This design comes from an exercise in tuning for small area on the open sky130 flow, not from production work.
RTL that was checked went through simulation tests only; none was proved equivalent to the original.
Function not checked in run 5: the RTL went through the layout flow alone.
Power and IR drop assume default switching activity.

File: flow/config.mk
export PLATFORM = sky130hd
export DESIGN_NAME = issue_stage
export DESIGN_NICKNAME = issue_stage
export VERILOG_FILES = /design/flow/design.v
export SDC_FILE = /design/flow/constraint.sdc
export NUM_CORES = 4
export LEC_CHECK = 0
export CAP_MARGIN = 0
export CORE_MARGIN = 2
export CORE_UTILIZATION = 60
export SLEW_MARGIN = 0
File: flow/constraint.sdc
create_clock -name core_clock -period 4.2 [get_ports {clk}]
set_input_delay 0.8400 -clock core_clock [delete_from_list [all_inputs] [get_ports {clk}]]
set_output_delay 0.8400 -clock core_clock [all_outputs]
set_load 0.01 [all_outputs]
File: flow/design.v
package issue_pkg;
    typedef enum logic [3:0] {
        OP_NOP    = 4'd0,
        OP_ALU    = 4'd1,
        OP_LOAD   = 4'd2,
        OP_STORE  = 4'd3,
        OP_BRANCH = 4'd4,
        OP_JUMP   = 4'd5,
        OP_JAL    = 4'd6,
        OP_MULDIV = 4'd7,
        OP_PRIV   = 4'd8
    } op_t;
    typedef struct packed {
        op_t         op;
        logic [4:0]  destreg;
        logic [4:0]  srcrega;
        logic [4:0]  srcregb;
        logic        writes_dest;
        logic [31:0] pc;
        logic [15:0] imm;
    } decode_data_t;
    typedef struct packed {
        op_t         op;
        logic [4:0]  destreg;
        logic        writes_dest;
        logic [31:0] pc;
        logic [15:0] imm;
        logic [31:0] rs_val;
        logic [31:0] rt_val;
        logic        rs_ready;
        logic        rt_ready;
    } issue_data_t;
endpackage
module issue_stage (
    input  logic                          clk,
    input  logic                          reset,
    input  logic                          stall,
    input  logic                          flush,
    input  logic [135:0]                  in_data,
    input  logic [1:0]                    hit,
    output logic                          full,
    output logic [19:0]                   reg_addr,
    input  logic [127:0]                  reg_data,
    input  logic [3:0]                    reg_ready,
    output logic [247:0]                  issue_out,
    output logic [32-1:0] single_count,
    output logic [32-1:0] dual_count
);
    logic [3:0][67:0] ebank;
    logic [3:0][67:0] obank;
    logic [2:0]       head;
    logic [3:0]       cnt;
    logic [2:0] tail;
    logic       accept;
    logic [67:0] ebus, obus;
    logic [3:0]  we_e, we_o;
    assign tail = head + cnt[2:0];
    always_comb
    begin
        case (hit)
            2'b11:   full = cnt[3] || (cnt[2:0] == 3'd7);
            2'b10:   full = cnt[3];
            2'b01:   full = cnt[3];
            default: full = 1'b0;
        endcase
    end
    assign accept = !full && !flush;
    assign ebus = (!tail[0] && hit[1]) ? in_data[135:68] : in_data[67:0];
    assign obus = ( tail[0] && hit[1]) ? in_data[135:68] : in_data[67:0];
    always_comb
    begin
        for (int j = 0; j < 4; j++)
        begin
            we_e[j] = accept && (((tail == 3'(2*j)) && hit != 2'b00) ||
                                 ((tail == 3'(2*j-1)) && hit == 2'b11));
            we_o[j] = accept && (((tail == 3'(2*j+1)) && hit != 2'b00) ||
                                 ((tail == 3'(2*j)) && hit == 2'b11));
        end
    end
    always_ff @(posedge clk)
    begin
        for (int j = 0; j < 4; j++)
        begin
            ebank[j] <= ({68{we_e[j]}} & ebus) | ({68{!we_e[j]}} & ebank[j]);
            obank[j] <= ({68{we_o[j]}} & obus) | ({68{!we_o[j]}} & obank[j]);
        end
    end
    logic [1:0]  re_idx;
    logic [67:0] e_rd, o_rd;
    issue_pkg::decode_data_t ea, eb;
    logic va, vb;
    assign re_idx = head[2:1] + {1'b0, head[0]};
    assign e_rd = ebank[re_idx];
    assign o_rd = obank[head[2:1]];
    assign ea = head[0] ? o_rd : e_rd;
    assign eb = head[0] ? e_rd : o_rd;
    assign va = cnt != 4'd0;
    assign vb = cnt[3] || cnt[2] || cnt[1];
    assign reg_addr = {va ? ea.srcrega : 5'd0, va ? ea.srcregb : 5'd0,
                       vb ? eb.srcrega : 5'd0, vb ? eb.srcregb : 5'd0};
    logic ctrl_a, ctrl_b, mem_a, mem_b, raw, en_a, en_b;
    assign ctrl_a = ea.op == issue_pkg::OP_BRANCH || ea.op == issue_pkg::OP_JUMP ||
                    ea.op == issue_pkg::OP_JAL;
    assign ctrl_b = eb.op == issue_pkg::OP_BRANCH || eb.op == issue_pkg::OP_JUMP ||
                    eb.op == issue_pkg::OP_JAL;
    assign mem_a = ea.op == issue_pkg::OP_LOAD || ea.op == issue_pkg::OP_STORE;
    assign mem_b = eb.op == issue_pkg::OP_LOAD || eb.op == issue_pkg::OP_STORE;
    assign raw = ea.writes_dest && (ea.destreg == eb.srcrega || ea.destreg == eb.srcregb);
    assign en_a = va && !(ctrl_a && !vb);
    assign en_b = en_a && vb && !(ctrl_b || (mem_a && mem_b) || raw ||
                                  ea.op == issue_pkg::OP_PRIV || eb.op == issue_pkg::OP_PRIV ||
                                  (ea.op == issue_pkg::OP_MULDIV && eb.op == issue_pkg::OP_MULDIV));
    logic [1:0] n_enq;
    logic [3:0] cnt_enq, cnt_m1, cnt_m2;
    logic       go;
    assign n_enq   = accept ? {hit[1] && hit[0], hit[1] ^ hit[0]} : 2'd0;
    assign cnt_enq = cnt + {2'b0, n_enq};
    assign cnt_m1  = cnt_enq - 4'd1;
    assign cnt_m2  = cnt_enq - 4'd2;
    assign go      = !stall && en_a;
    always_ff @(posedge clk)
    begin
        if (!reset || flush)
        begin
            head <= '0;
            cnt  <= '0;
        end
        else if (!go)
            cnt <= cnt_enq;
        else if (en_b)
        begin
            head <= head + 3'd2;
            cnt  <= cnt_m2;
        end
        else
        begin
            head <= head + 3'd1;
            cnt  <= cnt_m1;
        end
    end
    issue_pkg::issue_data_t sa, sb, oa, ob;
    always_comb
    begin
        sa.op          = ea.op;
        sa.destreg     = ea.destreg;
        sa.writes_dest = ea.writes_dest;
        sa.pc          = ea.pc;
        sa.imm         = ea.imm;
        sa.rs_val      = reg_data[127:96];
        sa.rs_ready    = reg_ready[3];
        if (ea.op == issue_pkg::OP_JAL)
        begin
            sa.rt_val   = ea.pc + 32'd8;
            sa.rt_ready = 1'b1;
        end
        else
        begin
            sa.rt_val   = reg_data[95:64];
            sa.rt_ready = reg_ready[2];
        end
        sb.op          = eb.op;
        sb.destreg     = eb.destreg;
        sb.writes_dest = eb.writes_dest;
        sb.pc          = eb.pc;
        sb.imm         = eb.imm;
        sb.rs_val      = reg_data[63:32];
        sb.rs_ready    = reg_ready[1];
        sb.rt_val      = reg_data[31:0];
        sb.rt_ready    = reg_ready[0];
    end
    logic hold, load_a, load_b;
    assign hold   = reset && !flush && stall;
    assign load_a = reset && !flush && !stall && en_a;
    assign load_b = reset && !flush && !stall && en_b;
    always_ff @(posedge clk)
    begin
        oa <= ({124{hold}} & oa) | ({124{load_a}} & sa);
        ob <= ({124{hold}} & ob) | ({124{load_b}} & sb);
    end
    assign issue_out = {oa, ob};
    always_ff @(posedge clk)
    begin
        if (!reset)
        begin
            single_count <= '0;
            dual_count   <= '0;
        end
        else if (!stall && !flush)
        begin
            if (en_a && en_b)
                dual_count <= dual_count + 32'd1;
            if (en_a && !en_b)
                single_count <= single_count + 32'd1;
        end
    end
endmodule
File: flow/flow/run.sh
#!/bin/bash
set -euo pipefail
export BUFFER_PORTS_ARGS="-buffer_cell sky130_fd_sc_hd__buf_1"
export CTS_ARGS="-sink_clustering_enable -repair_clock_nets -dont_use_dummy_load -buf_list {sky130_fd_sc_hd__clkbuf_8} -sink_clustering_size 14 -sink_clustering_max_diameter 50"
bash standard.sh > standard_flow.log 2>&1
File: flow/standard.sh
#!/bin/bash
# synth_recipe.tcl (not shown) runs the flow's synth.tcl, then flattens the netlist and writes it again
# the make line also repeats each setting of config.mk as NAME=value (left out here)
make -C /OpenROAD-flow-scripts/flow DESIGN_CONFIG=/design/flow/config.mk WORK_HOME=/design/flow/orfs CLKGATE_MAP_FILE= SYNTH_SCRIPT=/design/flow/synth_recipe.tcl "${@:-finish}"
==> results of run 1 <==
[routing by layer]
layer	global-route usage, %	vias up	part of all wire, %
met2	48.8	944	47
met4	10.4	8	3.1
li1	-	10300	-
met5	0	-	0.050
met3	6.39	179	8.6
met1	46.8	11700	41
[through the flow]
stage / power (W) / setup TNS (ns) / setup slack, ns / cells / util [%]
finish: 0.0155 / 0 / 0.134 / 3776 / 69.3
CTS: 0.0156 / 0 / 0.0171 / 3766 / 69.0
detailed placement: 0.0113 / -0.135 / -0.135 / 3684 / 67.1
global placement: 0.0113 / -0.139 / -0.139 / 3684 / 67.1
global route: 0.0160 / 0 / 0.0158 / 3774 / 69.2
floorplan: 0.0106 / 0 / 0.0190 / 2387 / -
[area by class of cell]
type / instances / share of cell area [%]
inverter: 36 / 0.338
antenna: 8 / 0.0500
tap: 765 / 2.39
sequential: 863 / 56.8
timing repair buffer: 682 / 7.95
clock buffer: 82 / 2.82
multi-input combinational: 1340 / 29.7
[synthesized netlist by cell type, types with 3 or more instances]
cell type,count
nand4_1,31
or3_1,17
nand3b_1,9
o21ai_0,142
a2111oi_2,8
and3_1,11
ha_1,12
nor3b_1,3
or4_1,11
nand4b_1,5
buf_4,11
a31o_2,9
edfxtp_1,544
a21o_1,7
mux4_2,136
nor2_1,84
dfxtp_1,319
xnor2_1,27
mux2_2,139
a22o_1,109
nor3_1,26
a221o_1,10
nor4_1,15
nand3_1,25
o21ai_1,6
nand2_1,188
a31oi_1,4
nor2b_1,4
and2_1,5
buf_1,23
nand2b_1,12
clkbuf_1,92
buf_2,21
o21a_1,6
mux2i_1,145
o31ai_1,12
xor2_1,36
inv_1,35
a21oi_1,57
[logic make-up (layout without fill, tap and decap cells)]
kind of cell / count (synthesis) / after routing / share of synthesized area, %
compound gates: 388 / 388 / 7.56
fa+ha+maj: 14 / 14 / 0.541
other cells: 0 / 8 / 0
flops: 863 / 863 / 64.6
buf+inv: 184 / 800 / 2.18
xor+xnor: 65 / 65 / 1.66
mux: 420 / 420 / 17.3
simple gates: 453 / 453 / 6.14
[how the worst min path moves through the flow]
stage / from / end / slack (ns) / cells past startpoint
finish: reg_data[124] / oa[62]$_DFF_P_ / 0.36 / 2
CTS: reg_data[124] / oa[62]$_DFF_P_ / 0.31 / 2
detailed placement: oa[96]$_DFF_P_ / oa[96]$_DFF_P_ / 0.44 / 2
global placement: oa[67]$_DFF_P_ / oa[67]$_DFF_P_ / 0.44 / 2
global route: reg_data[2] / ob[4]$_DFF_P_ / 0.33 / 2
floorplan: ob[120]$_DFF_P_ / ob[120]$_DFF_P_ / 0.47 / 2
[power by group through the flow]
stage	logic, W	registers (W)	clock network, W
2_1_floorplan	0.00102	0.00959	0
3_3_place_gp	0.00171	0.00957	0
3_5_place_dp	0.00175	0.00959	0
4_1_cts	0.00176	0.00940	0.00440
5_1_grt	0.00189	0.00941	0.00469
6_report	0.00177	0.00940	0.00433
[cells in the final DEF, fill, tap and decap left out, drive strengths merged, types with 5 or more instances in the layout]
cell	count
buf	680
edfxtp	544
dfxtp	319
nand2	188
o21ai	148
mux2i	145
mux2	139
mux4	136
a22o	109
clkbuf	84
nor2	84
a21oi	57
xor2	37
inv	36
nand4	31
xnor2	28
nor3	26
nand3	25
or3	17
nor4	16
o31ai	12
nand2b	12
ha	12
or4	11
and3	11
a221o	10
nand3b	9
a31o	9
a2111oi	9
diode	8
a21o	7
o21a	6
and2	5
nand4b	5
[timing repair]
item | CTS | global route
setup endpoints to repair | 1 | 138
resized for setup | 2 | 6
cloned | 0 | 2
hold endpoints to repair | 0 | 0
==> key figures, run 1 <==
Outcome
  – Run status: timing/DRC/antenna clean

Synth
  – Count of synthesis-stage warnings from yosys: 1
  – Syn_area_per_cell: about 15 sq um
  – Number of flip-flops and latches in the synthesized netlist: ~860
  – Post-synthesis sequential area ratio: between 60 and 70%
  – Number of enable-type register cells in the synthesized netlist: 544
  – Syn Inst Count: between 2000 and 2500
  – Synth Net Count: about 2700
  – Yosys cell types: between 60 and 70
  – Yosys top cell by area: edfxtp_1
  – Dominant cells by area after synthesis: edfxtp_1 46%, dfxtp_1 18%, mux4_2 8.7%
  – Fraction of synthesis flops using an asynchronous set or reset pin: 0%
  – Post-synth top flop: edfxtp_1
  – Cell Area, Synth: about 0.035 sq mm
  – Area share of the leading cell type in the synthesized netlist: between 40% and 50%

Cells and area
  – Finished layout cell area: approximately 0.04 sq mm
  – Number of fillers in the final layout: approximately 4200
  – Area of the multi-input gates: about 0.012 sq mm
  – Sequential cell area: 0.0227 sq mm
  – Area Overhead vs Synth: 13.9%
  – Number of nets in the layout: 3293
  – Fraction of layout instances using a drive strength above 1: approximately 16%

Clocking
  – Clock-pin slew on the worst setup and hold paths: approximately 0.090 ns
  – TritonCTS sink count: ~860
  – Clock buffer count from CTS: 82
  – Max clock buf depth: 3
  – Root Buffer Master: clkbuf_8
  – CTS tree: built
  – Clock latency on the worst-skew pair: ~0.70 ns
  – Clock H-tree levels: 3
  – Number of buffers inserted by hold repair at cts: 0
  – Count of buffers added by post-CTS timing repair for setup: 0

Placement
  – Placed cell area: ~0.039 sq mm
  – HPWL Detailed: between 60 and 70 mm
  – Count of input and output buffers: between 600 and 700
  – Placer Congestion: 0.942

Worst setup path
  – Buffers and inverters on the worst path: 4
  – CP dominant cell by count: buf_12
  – Depth of the worst register-to-register path: 14
  – Crit path capture: ob[10]$_DFF_P_
  – Critical path required time: 4.75 ns
  – Type of destination of the critical path: register
  – Critical path's largest stage delay: ~0.58 ns
  – Minimum setup slack among reg-to-reg paths: roughly 0.13 ns
  – Levels on crit path: 14
  – Terminus of the critical flop-to-flop path: ob[10]$_DFF_P_
  – Timing startpoint of the critical path: head[0]$_SDFFE_PP0P_
  – Worst-path maximum fanout: 66
  – Worst R2R Start: head[0]$_SDFFE_PP0P_
  – Arrival time of the worst setup path: between 4 and 5 ns
  – Master of the slowest instance on the critical path: mux4_2
  – Kind of start point of the critical path: register
  – Path type of the worst setup path: register to register
  – Critical-path cell list: ha_4 > xnor2_2 > buf_12 > mux4_2 > xor2_1 > or4_1 > a2111oi_4 > nor4_4 > buf_12 > nand3_1 > buf_4 > nor2_4 > buf_12 > a22o_1
  – Family with the most delay on the worst path: simple AND/OR/NAND/NOR gates

Route
  – Ratio of routed vias to standard cells: 6.14
  – DR WL/cell: about 26 um
  – Number of routed nets with antenna violations: 0
  – First-pass DRT Iterations: 6
  – DRC violation total after the first TritonRoute iteration: a little over 2000
  – Via count of the routed design: approximately 23000
  – Final WL: between 90 and 100 mm
  – Post-detailed-route DRC marker count: 0

Floorplan
  – Top-level port count: slightly above 600
  – Die Outline Area: between 0.06 and 0.07 sq mm
  – Core footprint: just under 0.06 sq mm
  – Row Count: a little under 90
  – Starting Density: approximately three fifths
  – Chip Width: between 200 and 250 um
  – Die height: 246 um

Job
  – Count of max-cap constraint violations: 0

Global routing
  – Pin count of the biggest net entering global routing: approximately 150
  – Via count of the first global-routing pass: 22200
  – First-pass GRT wire length: ~140 mm
  – Total routing usage reported by global routing: about 32%
  – Leftover overflow at the end of global routing: 0
  – Number of antenna violations at the first check in global routing: 11

Pwr
  – Sequential share of power: between 60% and 70%
  – Static leakage: about 13 nW
  – Relative contribution of combinational cells to total power: roughly 11%
  – Maximum ir drop on the vdd rail: 0.284 mV
  – Clock power share: roughly 28%
  – Cell-internal power: between 0.01 and 0.015 W
  – P per Cell Area: between 300 and 400 mW/mm^2
  – Reported net switching power: 0.00376 W
  – Switching portion of total power: 24.3%

Timing
  – Hold Violations, Final: 0
  – Unrepaired setup endpoints after global routing: false
  – Final count of pins violating max slew: 0
  – Remaining max-slew budget at the tightest pin: between 10% and 20%
  – Period utilisation layout: 96.8%
  – Clock Skew: around 0.068 ns
  – Worst slew pin tran: 1.22 ns
  – Worst hold slack: 0.360 ns
  – Final setup violation count: 0
  – Max Fclk: roughly 0.25 GHz
  – Post-route minimum period: about 4 ns

Min path
  – Class of the tightest hold or removal check: input port to register
==> inputs of run 2 (changes only) <==
--- a/flow/config.mk
+++ b/flow/config.mk
@@ -9,3 +9,4 @@
 export CORE_MARGIN = 2
-export CORE_UTILIZATION = 60
+export CORE_UTILIZATION = 75
+export PLACE_DENSITY = 0.8
 export SLEW_MARGIN = 0
==> run 2 against run 1 <==
Effect of this change: critical path type unchanged; worst setup slack lost 0.024 ns; die area shrank 20%; power shrank 1.0%.
==> key figures, run 2 <==
Floorplan
  – Row Count: 79 (-10%)
  – Die Outline Area: 0.0486 sq mm (-20%)
  – Die height: 221 um (-10%)
  – Starting Density: 75.7% (+15 points)
  – Chip Width: 221 um (-10%)
  – Top-level port count: 607 (unchanged)
  – Core footprint: 0.0465 sq mm (-20%)

Worst setup path
  – Worst-path maximum fanout: 13 (-80%)
  – Master of the slowest instance on the critical path: mux4_2
  – Critical path required time: 4.77 ns (+0.02 ns)
  – Arrival time of the worst setup path: 4.66 ns (+0.04 ns)
  – Critical-path cell list: ha_4 > xnor2_2 > buf_12 > mux4_2 > xor2_1 > or4_1 > a2111oi_4 > nor4_4 > buf_4 > a2111oi_4 > buf_4 > nand4_1 > a21oi_1
  – Path type of the worst setup path: register to register
  – Depth of the worst register-to-register path: 13 (-1)
  – Kind of start point of the critical path: register
  – Critical path's largest stage delay: 0.57 ns (about the same)
  – Type of destination of the critical path: register

Route
  – DRC violation total after the first TritonRoute iteration: 3194 (+55%)
  – Ratio of routed vias to standard cells: 6.84 (+11%)
  – Number of routed nets with antenna violations: 0 (unchanged)
  – Post-detailed-route DRC marker count: 0 (unchanged)
  – First-pass DRT Iterations: 6 (unchanged)
  – Via count of the routed design: 24800 (+6.9%)
  – DR WL/cell: 28.8 um (+10%)
  – Final WL: 104 mm (+5.7%)

Cells and area
  – Commonest cells after routing, fill and taps aside: 606 x buf_1, 544 x edfxtp_1, 316 x dfxtp_1
  – Most frequent standard cell in the layout excluding fill and tap cells: buf_1
  – Area Overhead vs Synth: 13.1%
  – Number of nets in the layout: 3294 (+0.030%)
  – Fraction of layout instances using a drive strength above 1: 16.2% (+0.094 points)
  – Number of fillers in the final layout: 2177 (-48%)

Clocking
  – Clock H-tree levels: 3 (unchanged)
  – Max clock buf depth: 3 (unchanged)
  – Clock buffer count from CTS: 74 (-9.8%)
  – CTS tree: built
  – Number of buffers inserted by hold repair at cts: 0 (unchanged)
  – TritonCTS sink count: 863 (unchanged)
  – Clock latency on the worst-skew pair: 0.70 ns (about the same)
  – Root Buffer Master: clkbuf_8
  – Clock-pin slew on the worst setup and hold paths: 0.10 ns (about the same)

Synth
  – Area share of the leading cell type in the synthesized netlist: 46.5% (unchanged)
  – Synth Net Count: 2675 (unchanged)
  – Leading cell type by number of instances after synthesis: edfxtp_1
  – Number of flip-flops and latches in the synthesized netlist: 863 (unchanged)
  – Syn_area_per_cell: 14.7 sq um (unchanged)
  – Yosys top cell by area: edfxtp_1
  – Dominant cells by area after synthesis: edfxtp_1 46%, dfxtp_1 18%, mux4_2 8.7%
  – Post-synth top flop: edfxtp_1
  – Cell Area, Synth: 0.0352 sq mm (unchanged)
  – Top post-synthesis cells by count: 544 x edfxtp_1, 319 x dfxtp_1, 188 x nand2_1
  – Post-synthesis sequential area ratio: 64.6% (unchanged)
  – Count of synthesis-stage warnings from yosys: 1 (unchanged)
  – Yosys cell types: 64 (unchanged)
  – Fraction of synthesis flops using an asynchronous set or reset pin: 0% (unchanged)
  – Syn Inst Count: 2387 (unchanged)
  – Number of enable-type register cells in the synthesized netlist: 544 (unchanged)

Timing
  – Period utilisation layout: 97.4% (+0.56 points)
  – Final count of pins violating max slew: 0 (unchanged)
  – Final setup violation count: 0 (unchanged)
  – Final Worst Setup Slack: 0.111 ns (-0.0236 ns)
  – Worst slew pin tran: 0.982 ns (-0.235 ns)
  – Worst hold slack: 0.358 ns (-0.00228 ns)
  – Max Fclk: 0.245 GHz (-0.58%)
  – Clock Skew: 0.0564 ns (-0.0112 ns)
  – Post-route minimum period: 4.09 ns (+0.0236 ns)
  – Remaining max-slew budget at the tightest pin: 34.5% (+16 points)
  – Hold Violations, Final: 0 (unchanged)

Placement
  – Placer Congestion: 0.994 (+5.5%)
  – Setup slack at placement: -0.107 ns (+0.0280 ns)
  – HPWL Detailed: 70.0 mm (+0.76%)
  – Count of input and output buffers: 606 (unchanged)

Min path
  – Class of the tightest hold or removal check: input port to register
  – Number of cells traversed by the worst hold path: 2 (unchanged)

Pwr
  – P per Cell Area: 386 mW/mm^2 (-0.36%)
  – Static leakage: 12.6 nW (-0.20%)
  – Maximum ir drop on the vdd rail: 0.342 mV (+20%)

Global routing
  – Total routing usage reported by global routing: 41.8% (+9.7 points)
  – First-pass GRT wire length: 146 mm (+2.7%)
  – Number of antenna violations at the first check in global routing: 18 (+7)
  – Leftover overflow at the end of global routing: 0 (unchanged)
  – Via count of the first global-routing pass: 23700 (+6.6%)
  – Pin count of the biggest net entering global routing: 113 (-24%)

Job
  – Count of max-cap constraint violations: 0 (unchanged)

Outcome
  – Run status: timing/DRC/antenna clean
[run 2: cell counts after synthesis]
Identical to the previous run, type by type.
[run 2: metal layers]
metal	track usage, %	routed length (um)	up-vias
met2	65.4	49700	1869
met1	51.6	34500	12100
met5	0	70	-
met4	25.0	6940	10
met3	13.3	13300	404
li1	-	-	10400
[run 2: worst paths after layout]
| kind | start | endpoint | slack, ns |
|---|---|---|---|
| worst max-delay path | head[1]$_SDFFE_PP0P_ | single_count[16]$_SDFFE_PN0P_ | 0.11 |
| worst min register to register | ob[121]$_DFF_P_ | ob[121]$_DFF_P_ | 0.45 |
| worst max register to register | head[1]$_SDFFE_PP0P_ | single_count[16]$_SDFFE_PN0P_ | 0.11 |
| worst min-delay path | reg_data[58] | ob[60]$_DFF_P_ | 0.36 |
[run 2: cell type report]
cell class              instances  area [sq um]  area share (%)
repair buffers                690          3200            8.05
well taps                     607           759            1.91
multi-input cells            1341         11900            29.9
flip-flops and latches        863         22700            57.2
diodes                         14          35.0          0.0881
clock buffers                  74          1020            2.56
inverters                      36           135           0.340
[run 2: power by group]
part / switching, W / total (W) / internal [W] / leakage, nW
Combinational: 0.00112 / 0.00179 / 0.000665 / 4.57
Sequential: 0.0000864 / 0.00941 / 0.00932 / 7.52
Clock: 0.00257 / 0.00415 / 0.00158 / 0.532
Total: 0.00377 / 0.0153 / 0.0116 / 12.6
[run 2: cell families after synthesis]
group	Yosys count	share of synthesized area [%]
flip-flops	863	64.6
multiplexers	420	17.3
XOR/XNOR	65	1.66
buffers and inverters	184	2.18
AO/OA/AOI/OAI	388	7.56
adder cells (fa/ha/maj)	14	0.541
AND/OR/NAND/NOR	453	6.14
[run 2: stage by stage]
stage	power, W	utilization [%]	cells	instance area (sq um)	TNS [ns]
after CTS	0.0153	85.2	3600	39600	0
after global placement	0.0112	83.0	3526	38500	0
final	0.0153	85.6	3625	39800	0
after floorplan	0.0106	-	2387	35200	0
after detailed placement	0.0113	83.0	3526	38500	-3.48
after global routing	0.0157	85.6	3622	39800	-0.00535
[run 2: what timing repair did]
action / in CTS / in global routing
endpoints found under the setup margin: 65 / 68
gates resized for setup: 5 / 7
pin swaps: 0 / 2
cloned: 0 / 3
buffers inserted: 0 / 8
[run 2: worst max-delay path, delay by kind of cell (launching register included)]
kind / cells / cell delay, ns
flip-flops: 1 / 0.37
AO/OA/AOI/OAI: 3 / 1.04
AND/OR/NAND/NOR: 3 / 0.82
buffers and inverters: 3 / 0.62
XOR/XNOR: 2 / 0.38
adder cells (fa/ha/maj): 1 / 0.19
multiplexers: 1 / 0.57
==> inputs of run 3 (changes only) <==
==> flow/flow/run.sh (replaced) <==
#!/bin/bash
set -euo pipefail
export BUFFER_PORTS_ARGS="-buffer_cell sky130_fd_sc_hd__buf_1"
export CTS_ARGS="-sink_clustering_enable -repair_clock_nets -dont_use_dummy_load -buf_list {sky130_fd_sc_hd__clkbuf_4} -root_buf sky130_fd_sc_hd__clkbuf_16 -sink_clustering_size 10 -sink_clustering_max_diameter 40"
bash standard.sh > standard_flow.log 2>&1
==> run 3 against run 2 <==
Effect of this change: cell count rose by 0.91%; sequential cell count did not move; clock skew rose by 0.0048 ns; critical path type unchanged.
==> key figures, run 3 <==
Outcome
  – Run status: timing/DRC/antenna clean

Cells and area
  – Area Overhead vs Synth: 12.8%
  – Finished layout cell area: 0.0397 sq mm (-0.27%)
  – Commonest cells after routing, fill and taps aside: 606 x buf_1, 544 x edfxtp_1, 316 x dfxtp_1
  – Fraction of layout instances using a drive strength above 1: 16.9% (+0.70 points)
  – Post-layout util: 85.4% (-0.23 points)
  – Number of fillers in the final layout: 2253 (+3.5%)
  – Most frequent standard cell in the layout excluding fill and tap cells: buf_1
  – Number of nets in the layout: 3323 (+0.88%)
  – Finished Layout Cells: 3658 (+0.91%)

Synth
  – Top post-synthesis cells by count: 544 x edfxtp_1, 319 x dfxtp_1, 188 x nand2_1
  – Post-synthesis sequential area ratio: 64.6% (unchanged)
  – Leading cell type by number of instances after synthesis: edfxtp_1
  – Dominant cells by area after synthesis: edfxtp_1 46%, dfxtp_1 18%, mux4_2 8.7%
  – Count of synthesis-stage warnings from yosys: 1 (unchanged)
  – Number of flip-flops and latches in the synthesized netlist: 863 (unchanged)
  – Synth Net Count: 2675 (unchanged)
  – Yosys top cell by area: edfxtp_1
  – Yosys cell types: 64 (unchanged)
  – Syn_area_per_cell: 14.7 sq um (unchanged)
  – Cell Area, Synth: 0.0352 sq mm (unchanged)
  – Syn Inst Count: 2387 (unchanged)
  – Number of enable-type register cells in the synthesized netlist: 544 (unchanged)
  – Post-synth top flop: edfxtp_1
  – Area share of the leading cell type in the synthesized netlist: 46.5% (unchanged)
  – Fraction of synthesis flops using an asynchronous set or reset pin: 0% (unchanged)

Timing
  – Final count of pins violating max slew: 0 (unchanged)
  – Period utilisation layout: 96.8% (-0.56 points)
  – Worst slew pin tran: 0.954 ns (-0.0280 ns)
  – Hold Violations, Final: 0 (unchanged)
  – Final setup violation count: 0 (unchanged)
  – Remaining max-slew budget at the tightest pin: 36.4% (+1.9 points)
  – Clock Skew: 0.0612 ns (+0.00483 ns)
  – Max Fclk: 0.246 GHz (+0.58%)
  – Post-route minimum period: 4.07 ns (-0.0234 ns)
  – Worst hold slack: 0.430 ns (+0.0726 ns)
  – Unrepaired setup endpoints after global routing: false

Route
  – DRC violation total after the first TritonRoute iteration: 2976 (-6.8%)
  – DR WL/cell: 27.9 um (-3.1%)
  – First-pass DRT Iterations: 5 (-1)
  – Number of routed nets with antenna violations: 0 (unchanged)
  – Via count of the routed design: 24900 (+0.24%)
  – Final WL: 102 mm (-2.2%)
  – Post-detailed-route DRC marker count: 0 (unchanged)
  – Ratio of routed vias to standard cells: 6.79 (-0.67%)

Global routing
  – Pin count of the biggest net entering global routing: 113 (unchanged)
  – Leftover overflow at the end of global routing: 0 (unchanged)
  – Number of antenna violations at the first check in global routing: 20 (+2)
  – Total routing usage reported by global routing: 41.4% (-0.44 points)
  – First-pass GRT wire length: 145 mm (-0.52%)
  – Via count of the first global-routing pass: 24000 (+1.4%)

Min path
  – Class of the tightest hold or removal check: input port to register

Floorplan
  – Core footprint: 0.0465 sq mm (unchanged)
  – Die height: 221 um (unchanged)
  – Top-level port count: 607 (unchanged)
  – Starting Density: 75.7% (unchanged)
  – Die Outline Area: 0.0486 sq mm (unchanged)
  – Chip Width: 221 um (unchanged)
  – Row Count: 79 (unchanged)

Pwr
  – Sequential share of power: 61.8% (+0.5 points)
  – Relative contribution of combinational cells to total power: 11.6% (about the same)
  – Maximum ir drop on the vdd rail: 0.347 mV (+1.5%)
  – P per Cell Area: 384 mW/mm^2 (-0.56%)
  – Clock power share: 26.6% (-0.4 points)
  – Switching portion of total power: 24.6% (about the same)
  – Final total power: 0.0152 W (-0.83%)
  – Reported net switching power: 0.00374 W (-0.79%)
  – Static leakage: 12.6 nW (about the same)
  – Cell-internal power: 0.0115 W (-0.85%)

Placement
  – HPWL Detailed: 70.0 mm (unchanged)
  – Placer Congestion: 0.994 (unchanged)
  – Count of input and output buffers: 606 (unchanged)
  – Placed Instances: 3526 (unchanged)
  – Placed cell area: 0.0385 sq mm (unchanged)

Clocking
  – Clock H-tree levels: 3 (unchanged)
  – Clock latency on the worst-skew pair: 0.62 ns (-0.08 ns)
  – Clock buffer count from CTS: 108 (+46%)
  – CTS tree: built
  – TritonCTS sink count: 863 (unchanged)
  – Max clock buf depth: 3 (unchanged)
  – Root Buffer Master: clkbuf_16
  – Clock-pin slew on the worst setup and hold paths: 0.11 ns (about the same)

Worst setup path
  – Type of destination of the critical path: register
  – Critical path required time: 4.68 ns (-0.09 ns)
  – Kind of start point of the critical path: register
  – Worst-path maximum fanout: 14 (+1)
  – Path type of the worst setup path: register to register
  – Arrival time of the worst setup path: 4.55 ns (-0.11 ns)

Job
  – Count of max-cap constraint violations: 0 (unchanged)
==> run 3: cell counts after synthesis <==
Identical to the previous run, type by type.
==> run 3: power groups by stage <==
stage	clock, W	combinational, W	sequential [W]
2_1_floorplan	0	0.00102	0.00959
3_3_place_gp	0	0.00163	0.00957
3_5_place_dp	0	0.00171	0.00960
4_1_cts	0.00406	0.00173	0.00940
5_1_grt	0.00435	0.00186	0.00942
6_report	0.00404	0.00177	0.00941
==> run 3: final cells by class <==
type / instances / area, sq um / share of cell area [%]
multi-input combinational: 1341 / 11900 / 29.9
sequential: 863 / 22700 / 57.3
timing repair buffer: 685 / 3160 / 7.97
tap: 607 / 759 / 1.91
clock buffer: 108 / 968 / 2.44
antenna: 18 / 45.0 / 0.114
inverter: 36 / 135 / 0.341
==> run 3: path summary, 6_finish.rpt <==
kind	startpoint	endpoint	slack [ns]	cells after the start
max	head[0]$_SDFFE_PP0P_	single_count[16]$_SDFFE_PN0P_	0.13	13
max reg2reg	head[0]$_SDFFE_PP0P_	single_count[16]$_SDFFE_PN0P_	0.13	13
min	reg_data[58]	ob[60]$_DFF_P_	0.43	2
min reg2reg	ob[121]$_DFF_P_	ob[121]$_DFF_P_	0.46	2
==> run 3: per-layer routing <==
layer  wire length (um)  global-route usage (%)
met4               6790                    27.3
met2              48000                    62.9
met5                160                    1.82
met3              13300                    14.9
met1              34000                    50.3
==> run 3: what timing repair did <==
action	CTS	global route
gates resized for setup	5	0
setup endpoints to repair	51	28
hold buffers	0	0
gates cloned	1	1
buffers inserted	3	1
hold endpoints to repair	0	0
pin swaps	1	2
==> run 3: worst max-delay path, cell delays in order (launching register included) <==
cell,delay [ns]
dfxtp_4,0.36
ha_4,0.19
xnor2_2,0.18
buf_12,0.20
mux4_2,0.58
xor2_1,0.20
or4_1,0.56
a2111oi_4,0.44
nor4_4,0.15
buf_4,0.21
a2111oi_2,0.35
buf_4,0.23
nand4_1,0.11
a21oi_1,0.21
==> run 3: through the flow <==
step	setup TNS (ns)	worst slack, ns
floorplan	0	0.0190
global placement	0	0.0774
detailed placement	-3.48	-0.107
CTS	0	0.0552
global route	0	0.00632
finish	0	0.134
==> run 3: cell families (layout without fill, tap and decap cells) <==
family / count (synthesis) / in the layout / share of synthesized area (%)
fa+ha+maj: 14 / 14 / 0.541
xor+xnor: 65 / 65 / 1.66
mux: 420 / 420 / 17.3
flops: 863 / 863 / 64.6
buf+inv: 184 / 829 / 2.18
other cells: 0 / 18 / 0
compound gates: 388 / 388 / 7.56
simple gates: 453 / 454 / 6.14
==> inputs of run 4 (changes only) <==
==> flow/flow/run.sh (replaced) <==
#!/bin/bash
set -euo pipefail
export BUFFER_PORTS_ARGS="-buffer_cell sky130_fd_sc_hd__buf_1"
export CTS_ARGS="-sink_clustering_enable -repair_clock_nets -dont_use_dummy_load -buf_list {sky130_fd_sc_hd__clkbuf_4} -root_buf sky130_fd_sc_hd__clkbuf_8 -sink_clustering_size 11 -sink_clustering_max_diameter 40"
bash standard.sh > standard_flow.log 2>&1
==> run 4 against run 3 <==
Effect of this change: area after synthesis is the same; sequential cell count stayed put; register-to-register slack hardly changed; final area fell by 0.32%; wire length is 0.90% higher; worst setup slack got worse by 0.013 ns; sequential share of layout area grew 0.18 points; non-clock buffer count grew 2; critical path depth is the same; first-iteration DRC count fell by 3.4%; clock-buffer cell count down 5; die area did not move; largest cell class unchanged.
==> key figures, run 4 <==
Outcome
  – Run status: timing/DRC/antenna clean

Route
  – Ratio of routed vias to standard cells: 6.78 (-0.14%)
  – Final WL: 103 mm (+0.90%)
  – Number of routed nets with antenna violations: 0 (unchanged)
  – Via count of the routed design: 24800 (-0.28%)
  – DR WL/cell: 28.2 um (+1.0%)
  – First-pass DRT Iterations: 7 (+2)
  – DRC violation total after the first TritonRoute iteration: 2875 (-3.4%)
  – Post-detailed-route DRC marker count: 0 (unchanged)

Synth
  – Leading cell type by number of instances after synthesis: edfxtp_1
  – Area share of the leading cell type in the synthesized netlist: 46.5% (unchanged)
  – Number of enable-type register cells in the synthesized netlist: 544 (unchanged)
  – Count of synthesis-stage warnings from yosys: 1 (unchanged)
  – Yosys top cell by area: edfxtp_1
  – Post-synthesis sequential area ratio: 64.6% (unchanged)
  – Cell Area, Synth: 0.0352 sq mm (unchanged)
  – Dominant cells by area after synthesis: edfxtp_1 46%, dfxtp_1 18%, mux4_2 8.7%
  – Top post-synthesis cells by count: 544 x edfxtp_1, 319 x dfxtp_1, 188 x nand2_1
  – Syn_area_per_cell: 14.7 sq um (unchanged)
  – Syn Inst Count: 2387 (unchanged)
  – Fraction of synthesis flops using an asynchronous set or reset pin: 0% (unchanged)
  – Post-synth top flop: edfxtp_1
  – Number of flip-flops and latches in the synthesized netlist: 863 (unchanged)
  – Yosys cell types: 64 (unchanged)
  – Synth Net Count: 2675 (unchanged)

Pwr
  – Maximum ir drop on the vdd rail: 0.407 mV (+17%)
  – P per Cell Area: 378 mW/mm^2 (-1.5%)
  – Static leakage: 12.6 nW (-0.47%)

Floorplan
  – Chip Width: 221 um (unchanged)
  – Row Count: 79 (unchanged)
  – Die height: 221 um (unchanged)
  – Die Outline Area: 0.0486 sq mm (unchanged)
  – Starting Density: 75.7% (unchanged)
  – Top-level port count: 607 (unchanged)
  – Core footprint: 0.0465 sq mm (unchanged)

Cells and area
  – Area of the multi-input gates: 0.0119 sq mm (about the same)
  – Fraction of layout instances using a drive strength above 1: 16.9% (-0.049 points)
  – Area Overhead vs Synth: 12.5%
  – Number of nets in the layout: 3320 (-0.090%)
  – Sequential cell area: 0.0227 sq mm (unchanged)
  – Most frequent standard cell in the layout excluding fill and tap cells: buf_1
  – Post-layout util: 85.1% (-0.27 points)
  – Commonest cells after routing, fill and taps aside: 606 x buf_1, 544 x edfxtp_1, 316 x dfxtp_1
  – Finished layout cell area: 0.0395 sq mm (-0.32%)
  – Number of fillers in the final layout: 2268 (+0.67%)

Clocking
  – Number of buffers inserted by hold repair at cts: 0 (unchanged)
  – Max clock buf depth: 3 (unchanged)
  – TritonCTS sink count: 863 (unchanged)
  – Root Buffer Master: clkbuf_8
  – Clock latency on the worst-skew pair: 0.73 ns (+0.11 ns)
  – Clock H-tree levels: 3 (unchanged)
  – Clock buffer count from CTS: 103 (-4.6%)
  – Clock-pin slew on the worst setup and hold paths: 0.12 ns (about the same)
  – CTS tree: built

Worst setup path
  – Worst-path maximum fanout: 14 (unchanged)
  – Critical path required time: 4.78 ns (+0.10 ns)
  – Arrival time of the worst setup path: 4.66 ns (+0.11 ns)
  – Path type of the worst setup path: register to register
  – Kind of start point of the critical path: register
  – Type of destination of the critical path: register

Global routing
  – Leftover overflow at the end of global routing: 0 (unchanged)
  – Number of antenna violations at the first check in global routing: 21 (+5.0%)
  – Total routing usage reported by global routing: 41.1% (-0.29 points)
  – Pin count of the biggest net entering global routing: 113 (unchanged)
  – Via count of the first global-routing pass: 23800 (-0.64%)
  – First-pass GRT wire length: 144 mm (-0.71%)

Timing
  – Worst slew pin tran: 0.967 ns (+0.0127 ns)
  – Final setup violation count: 0 (unchanged)
  – Final count of pins violating max slew: 0 (unchanged)
  – Hold Violations, Final: 0 (unchanged)
  – Period utilisation layout: 97.1% (+0.31 points)
  – Clock Skew: 0.0851 ns (+0.0239 ns)
  – Post-route minimum period: 4.08 ns (+0.0131 ns)
  – Remaining max-slew budget at the tightest pin: 35.5% (-0.84 points)
  – Unrepaired setup endpoints after global routing: false
  – Max Fclk: 0.245 GHz (-0.32%)

Placement
  – HPWL Detailed: 70.0 mm (unchanged)
  – Count of input and output buffers: 606 (unchanged)
  – Placed cell area: 0.0385 sq mm (unchanged)
  – Placer Congestion: 0.994 (unchanged)

Job
  – Count of max-cap constraint violations: 0 (unchanged)

Min path
  – Class of the tightest hold or removal check: input port to register
run 4: cell types whose count changed in the layout (fill, tap and decap cells not counted):
cell       before  now
clkbuf_4       99   94
buf_4          56   58
clkbuf_16      10    1
a21oi_2         0    1
diode_2        18   16
a21oi_1        57   56
clkbuf_8        0    9
run 4: cell families (layout without fill, tap and decap cells):
| logic type | count (synthesis) | count (layout) | synth area share (%) |
|---|---|---|---|
| adder cells (fa/ha/maj) | 14 | 14 | 0.541 |
| AO/OA/AOI/OAI | 388 | 388 | 7.56 |
| other | 0 | 16 | 0 |
| AND/OR/NAND/NOR | 453 | 454 | 6.14 |
| buffers and inverters | 184 | 826 | 2.18 |
| multiplexers | 420 | 420 | 17.3 |
| flip-flops | 863 | 863 | 64.6 |
| XOR/XNOR | 65 | 65 | 1.66 |
run 4: where the power goes:
part / switching (W) / total (W) / leakage (nW) / internal (W)
Combinational: 0.00111 / 0.00177 / 4.55 / 0.000664
Sequential: 0.0000848 / 0.00941 / 7.52 / 0.00932
Clock: 0.00253 / 0.00376 / 0.497 / 0.00123
run 4: path summary, 6_finish.rpt:
path / start / endpoint / slack, ns / depth (start not counted)
setup / recovery: head[0]$_SDFFE_PP0P_ / single_count[16]$_SDFFE_PN0P_ / 0.12 / 13
hold / removal: reg_data[58] / ob[60]$_DFF_P_ / 0.32 / 2
setup reg to reg: head[0]$_SDFFE_PP0P_ / single_count[16]$_SDFFE_PN0P_ / 0.12 / 13
hold reg to reg: ob[121]$_DFF_P_ / ob[121]$_DFF_P_ / 0.46 / 2
run 4: routing by layer:
layer  track usage, %  vias up  wire [um]
met5             1.31        -         38
met4             25.4        6       7150
met3             15.2      391      13800
met2             63.0     1880      48200
met1             49.8    12000      33900
li1                 -    10500          -
run 4: critical path, stage by stage, from the launching register on:
cell and delay, ns:
dfxtp_4 0.36, ha_4 0.19, xnor2_2 0.18, buf_12 0.20, mux4_2 0.57, xor2_1 0.20
or4_1 0.57, a2111oi_4 0.44, nor4_4 0.15, buf_4 0.21, a2111oi_2 0.35, buf_4 0.23
nand4_1 0.11, a21oi_1 0.21
run 4: per-stage QoR:
step / total power, W / hold slack, ns / std cells / setup WS (ns) / TNS (ns)
2_1_floorplan: 0.0106 / 0.474 / 2387 / 0.0190 / 0
3_3_place_gp: 0.0112 / 0.433 / 3526 / 0.0774 / 0
5_1_grt: 0.0153 / 0.314 / 3650 / 0.00276 / 0
4_1_cts: 0.0149 / 0.307 / 3629 / 0.00160 / 0
6_report: 0.0149 / 0.317 / 3653 / 0.121 / 0
3_5_place_dp: 0.0113 / 0.440 / 3526 / -0.107 / -3.48
run 4: area by class of cell:
| cell class | instances | area share, % |
|---|---|---|
| Timing Repair Buffer | 687 | 8.03 |
| Antenna cell | 16 | 0.101 |
| Clock buffer | 103 | 2.10 |
| Inverter | 36 | 0.342 |
| Multi-Input combinational cell | 1341 | 30.0 |
| Tap cell | 607 | 1.92 |
| Sequential cell | 863 | 57.5 |
run 4: what timing repair did:
item                       CTS  global route
cloned                       0             2
buffers inserted             0             6
pin swaps                    0             3
gates resized for setup      4             2
setup endpoints to repair   55            66
==> inputs of run 5 (changes only) <==
--- a/flow/design.v
+++ b/flow/design.v
@@ -180,16 +180,20 @@
     assign issue_out = {oa, ob};
-    always_ff @(posedge clk)
-    begin
-        if (!reset)
-        begin
-            single_count <= '0;
-            dual_count   <= '0;
-        end
-        else if (!stall && !flush)
-        begin
-            if (en_a && en_b)
-                dual_count <= dual_count + 32'd1;
-            if (en_a && !en_b)
-                single_count <= single_count + 32'd1;
-        end
+    logic inc_d, inc_s;
+    logic [32:0] cy_d, cy_s;
+    assign inc_d = !stall && !flush && en_a && en_b;
+    assign inc_s = !stall && !flush && en_a && !en_b;
+    assign cy_d[0] = inc_d;
+    assign cy_s[0] = inc_s;
+    always_comb
+    begin
+        for (int i = 0; i < 32; i++)
+        begin
+            cy_d[i+1] = cy_d[i] && dual_count[i];
+            cy_s[i+1] = cy_s[i] && single_count[i];
+        end
+    end
+    always_ff @(posedge clk)
+    begin
+        dual_count   <= {32{reset}} & (dual_count ^ cy_d[32-1:0]);
+        single_count <= {32{reset}} & (single_count ^ cy_s[32-1:0]);
     end
==> flow/flow/run.sh (replaced) <==
#!/bin/bash
set -euo pipefail
export BUFFER_PORTS_ARGS="-buffer_cell sky130_fd_sc_hd__buf_1"
export CTS_ARGS="-sink_clustering_enable -repair_clock_nets -dont_use_dummy_load -buf_list {sky130_fd_sc_hd__clkbuf_8} -sink_clustering_size 14 -sink_clustering_max_diameter 50"
bash standard.sh > standard_flow.log 2>&1
==> run 5 against run 4 <==
Effect of this change: the layout now fails its checks (setup timing); sequential share of layout area decreased by 1.9 points; synthesized cell count is 7.3% lower; largest cell class unchanged; clock power is 14% higher; critical path type unchanged; largest power group unchanged; core utilization is 4.5 points higher; via count is 0.92% higher.
==> key figures, run 5 <==
Synth
  – Post-synthesis compound-gate area fraction: 6.10% (-1.5 points)
  – Top post-synthesis cells by count: 544 x edfxtp_1, 319 x dfxtp_1, 163 x nand2_1
  – Number of enable-type register cells in the synthesized netlist: 544 (unchanged)
  – Cell Area, Synth: 0.0348 sq mm (-1.0%)
  – Syn_area_per_cell: 15.7 sq um (+6.8%)
  – Number of flip-flops and latches in the synthesized netlist: 863 (unchanged)
  – Post-synth top flop: edfxtp_1
  – Dominant cells by area after synthesis: edfxtp_1 47%, dfxtp_1 18%, mux4_2 8.0%
  – Leading cell type by number of instances after synthesis: edfxtp_1
  – Post-synthesis share of cell area spent on xor and xnor gates: 1.44% (-0.22 points)
  – Post-synthesis sequential area ratio: 65.3% (+0.65 points)
  – Synth Net Count: 2560 (-4.3%)
  – Mux contribution to synthesized area: 17.4% (+0.12 points)
  – Yosys top cell by area: edfxtp_1
  – Count of synthesis-stage warnings from yosys: 1 (unchanged)
  – Post-synthesis share of cell area spent on and, or, nand and nor gates: 5.03% (-1.1 points)
  – Fraction of synthesis flops using an asynchronous set or reset pin: 0% (unchanged)
  – Largest family of logic cells by synthesized area: multiplexers
  – Yosys cell types: 58 (-9.4%)
  – Share of synthesized cell area in full adder, half adder and majority cells: 2.70% (+2.2 points)
  – Area share of the leading cell type in the synthesized netlist: 46.9% (+0.47 points)
  – Syn Inst Count: 2212 (-7.3%)

Cells and area
  – Post-layout util: 89.6% (+4.5 points)
  – Sequential cell area: 0.0227 sq mm (unchanged)
  – Area of the multi-input gates: 0.0124 sq mm (+4.7%)
  – Number of fillers in the final layout: 1739 (-23%)
  – Area Overhead vs Synth: 17.4%
  – Fraction of layout instances using a drive strength above 1: 22.2% (+5.3 points)
  – Commonest cells after routing, fill and taps aside: 605 x buf_1, 544 x edfxtp_1, 316 x dfxtp_1
  – Most frequent standard cell in the layout excluding fill and tap cells: buf_1
  – Number of nets in the layout: 3265 (-1.7%)

Route
  – DR WL/cell: 33.1 um (+17%)
  – Post-detailed-route DRC marker count: 0 (unchanged)
  – Ratio of routed vias to standard cells: 7.03 (+3.6%)
  – Number of routed nets with antenna violations: 0 (unchanged)
  – Final WL: 118 mm (+14%)
  – First-pass DRT Iterations: 7 (unchanged)
  – DRC violation total after the first TritonRoute iteration: 3999 (+39%)
  – Via count of the routed design: 25000 (+0.92%)

Timing
  – Clock Skew: 0.0703 ns (-0.0148 ns)
  – Remaining max-slew budget at the tightest pin: 17.0% (-18 points)
  – Post-route minimum period: 7.96 ns (+3.88 ns)
  – Worst slew pin tran: 1.24 ns (+0.273 ns)
  – Max Fclk: 0.126 GHz (-49%)
  – Hold Violations, Final: 0 (unchanged)
  – Worst hold slack: 0.350 ns (+0.0327 ns)
  – Final setup violation count: 57 (+57)
  – Period utilisation layout: 190% (+92 points)
  – Final Worst Setup Slack: -3.76 ns (-3.88 ns)
  – Final count of pins violating max slew: 0 (unchanged)
  – Unrepaired setup endpoints after global routing: true

Pwr
  – Static leakage: 13.4 nW (+6.7%)
  – Maximum ir drop on the vdd rail: 0.438 mV (+7.8%)
  – P per Cell Area: 382 mW/mm^2 (+1.2%)

Worst setup path
  – Critical path required time: 4.79 ns (about the same)
  – Arrival time of the worst setup path: 8.55 ns (+3.89 ns)
  – Kind of start point of the critical path: register
  – Master of the slowest instance on the critical path: mux4_2
  – CP dominant cell by count: ha_4
  – Worst-path maximum fanout: 6 (-8)
  – Type of destination of the critical path: register
  – Path type of the worst setup path: register to register
  – Critical path's largest stage delay: 0.57 ns (about the same)

Clocking
  – TritonCTS sink count: 863 (unchanged)
  – Number of buffers inserted by hold repair at cts: 0 (unchanged)
  – Clock latency on the worst-skew pair: 0.73 ns (about the same)
  – Clock buffer count from CTS: 74 (-28%)
  – Clock-pin slew on the worst setup and hold paths: 0.10 ns (-0.02 ns)
  – CTS tree: built
  – Root Buffer Master: clkbuf_8
  – Max clock buf depth: 3 (unchanged)
  – Clock H-tree levels: 3 (unchanged)

Floorplan
  – Die Outline Area: 0.0481 sq mm (-0.98%)
  – Die height: 219 um (-0.49%)
  – Starting Density: 76.4% (+0.69 points)
  – Chip Width: 219 um (-0.49%)
  – Top-level port count: 607 (unchanged)
  – Core footprint: 0.0456 sq mm (-1.9%)
  – Row Count: 78 (-1.3%)

Global routing
  – Global routing usage on met1: 56.7% (+6.9 points)
  – Total routing usage reported by global routing: 46.7% (+5.6 points)
  – Global Route met3 Usage: 15.5% (+0.32 points)
  – GR peak layer: met2
  – Via count of the first global-routing pass: 24200 (+1.6%)
  – First-pass GRT wire length: 159 mm (+9.9%)
  – Leftover overflow at the end of global routing: 0 (unchanged)
  – Pin count of the biggest net entering global routing: 83 (-27%)
  – Met2 track utilization from global routing: 71.9% (+8.9 points)
  – Number of antenna violations at the first check in global routing: 44 (+110%)

Placement
  – HPWL Detailed: 74.7 mm (+6.7%)
  – Count of input and output buffers: 606 (unchanged)
  – Placer Congestion: 0.943 (-5.2%)

Min path
  – Class of the tightest hold or removal check: input port to register

Outcome
  – Layout checks that failed: setup timing
  – Run status: complete, but fails checks

Job
  – Count of max-cap constraint violations: 0 (unchanged)
run 5: stage by stage:
stage	TNS, ns	total power (W)	instance area, sq um	instances	setup WS [ns]
6_report	-97.92	0.0156	40900	3557	-3.76
5_1_grt	-102.83	0.0159	40800	3543	-3.86
4_1_cts	-87.87	0.0153	40600	3506	-3.55
3_3_place_gp	-86.88	0.0112	39400	3420	-3.50
2_1_floorplan	-91.45	0.0106	35700	2212	-3.36
3_5_place_dp	-95.71	0.0113	39400	3420	-3.73
run 5: critical path: cells and delay by family (launching register included):
family / cells / cell delay (ns)
fa+ha+maj: 32 / 5.06
simple gates: 4 / 0.69
xor+xnor: 3 / 0.59
mux: 1 / 0.57
buf+inv: 3 / 0.39
flops: 1 / 0.37
compound gates: 1 / 0.14
run 5: area by class of cell:
type                    instances  area share (%)
flip-flops and latches        863            55.6
clock buffers                  74            2.49
inverters                       7          0.0643
diodes                         42           0.257
repair buffers                763            9.30
multi-input cells            1208            30.4
well taps                     600            1.84
run 5: cell families after synthesis:
family | Yosys count
mux | 416
buf+inv | 141
fa+ha+maj | 74
simple gates | 358
compound gates | 305
flops | 863
xor+xnor | 55
run 5: final timing paths:
| check | startpoint | endpoint | slack, ns | depth (start not counted) |
|---|---|---|---|---|
| max | head[0]$_SDFFE_PP0P_ | single_count[31]$_DFF_P_ | -3.76 | 44 |
| min | reg_data[51] | ob[53]$_DFF_P_ | 0.35 | 2 |
| max reg2reg | head[0]$_SDFFE_PP0P_ | single_count[31]$_DFF_P_ | -3.76 | 44 |
| min reg2reg | ob[121]$_DFF_P_ | ob[121]$_DFF_P_ | 0.46 | 2 |
run 5: power breakdown:
part | switching (W) | internal [W]
Combinational | 0.00120 | 0.000734
Clock | 0.00269 | 0.00158
Sequential | 0.0000987 | 0.00932
run 5: repair_timing:
item                                    in CTS  in global routing
endpoints found under the setup margin      52                 58
setup buffers                               11                 10
resized for setup                           16                 17
cloned                                       1                  0
pin swaps                                   12                  9
run 5: routing by layer:
layer	routed length, um	share of wire (%)	vias up
li1	-	-	9857
met1	36200	31	12000
met4	9420	8.0	16
met3	16900	14	633
met5	97	0.082	-
met2	55100	47	2505

-- port drivers added, routing unchanged --
The results above use ideal ports. As a check the final layouts listed here were re-extracted and re-timed, cells and wires unchanged.
Step 1 (the two cells are an assumption about what drives the block):
set clk [get_ports {clk}]
set_driving_cell -lib_cell sky130_fd_sc_hd__clkbuf_16 $clk
set_driving_cell -lib_cell sky130_fd_sc_hd__buf_2 [delete_from_list [all_inputs] $clk]
Step 2 also shifts input and output timing later by t, the mid clock arrival at the registers, as if the neighbouring blocks saw the same clock.
Slacks: no drivers / after step 1 / after step 2; pairs: no drivers / after step 1.
run | t, ns | setup WS [ns] | worst register clock-pin slew, ns | worst slew at a driven data input, ns
run 1 | 0.732 | 0.134 / 0.134 / 0.134 | 0.09 / 0.09 | 0.12
run 2 | 0.730 | 0.111 / 0.111 / 0.111 | 0.10 / 0.10 | 0.25
run 3 | 0.646 | 0.134 / 0.134 / 0.134 | 0.11 / 0.11 | 0.18
run 4 | 0.747 | 0.121 / 0.095 / 0.121 | 0.12 / 0.12 | 0.25
run 5 | 0.762 | -3.760 / -3.760 / -3.760 | 0.11 / 0.11 | 0.28
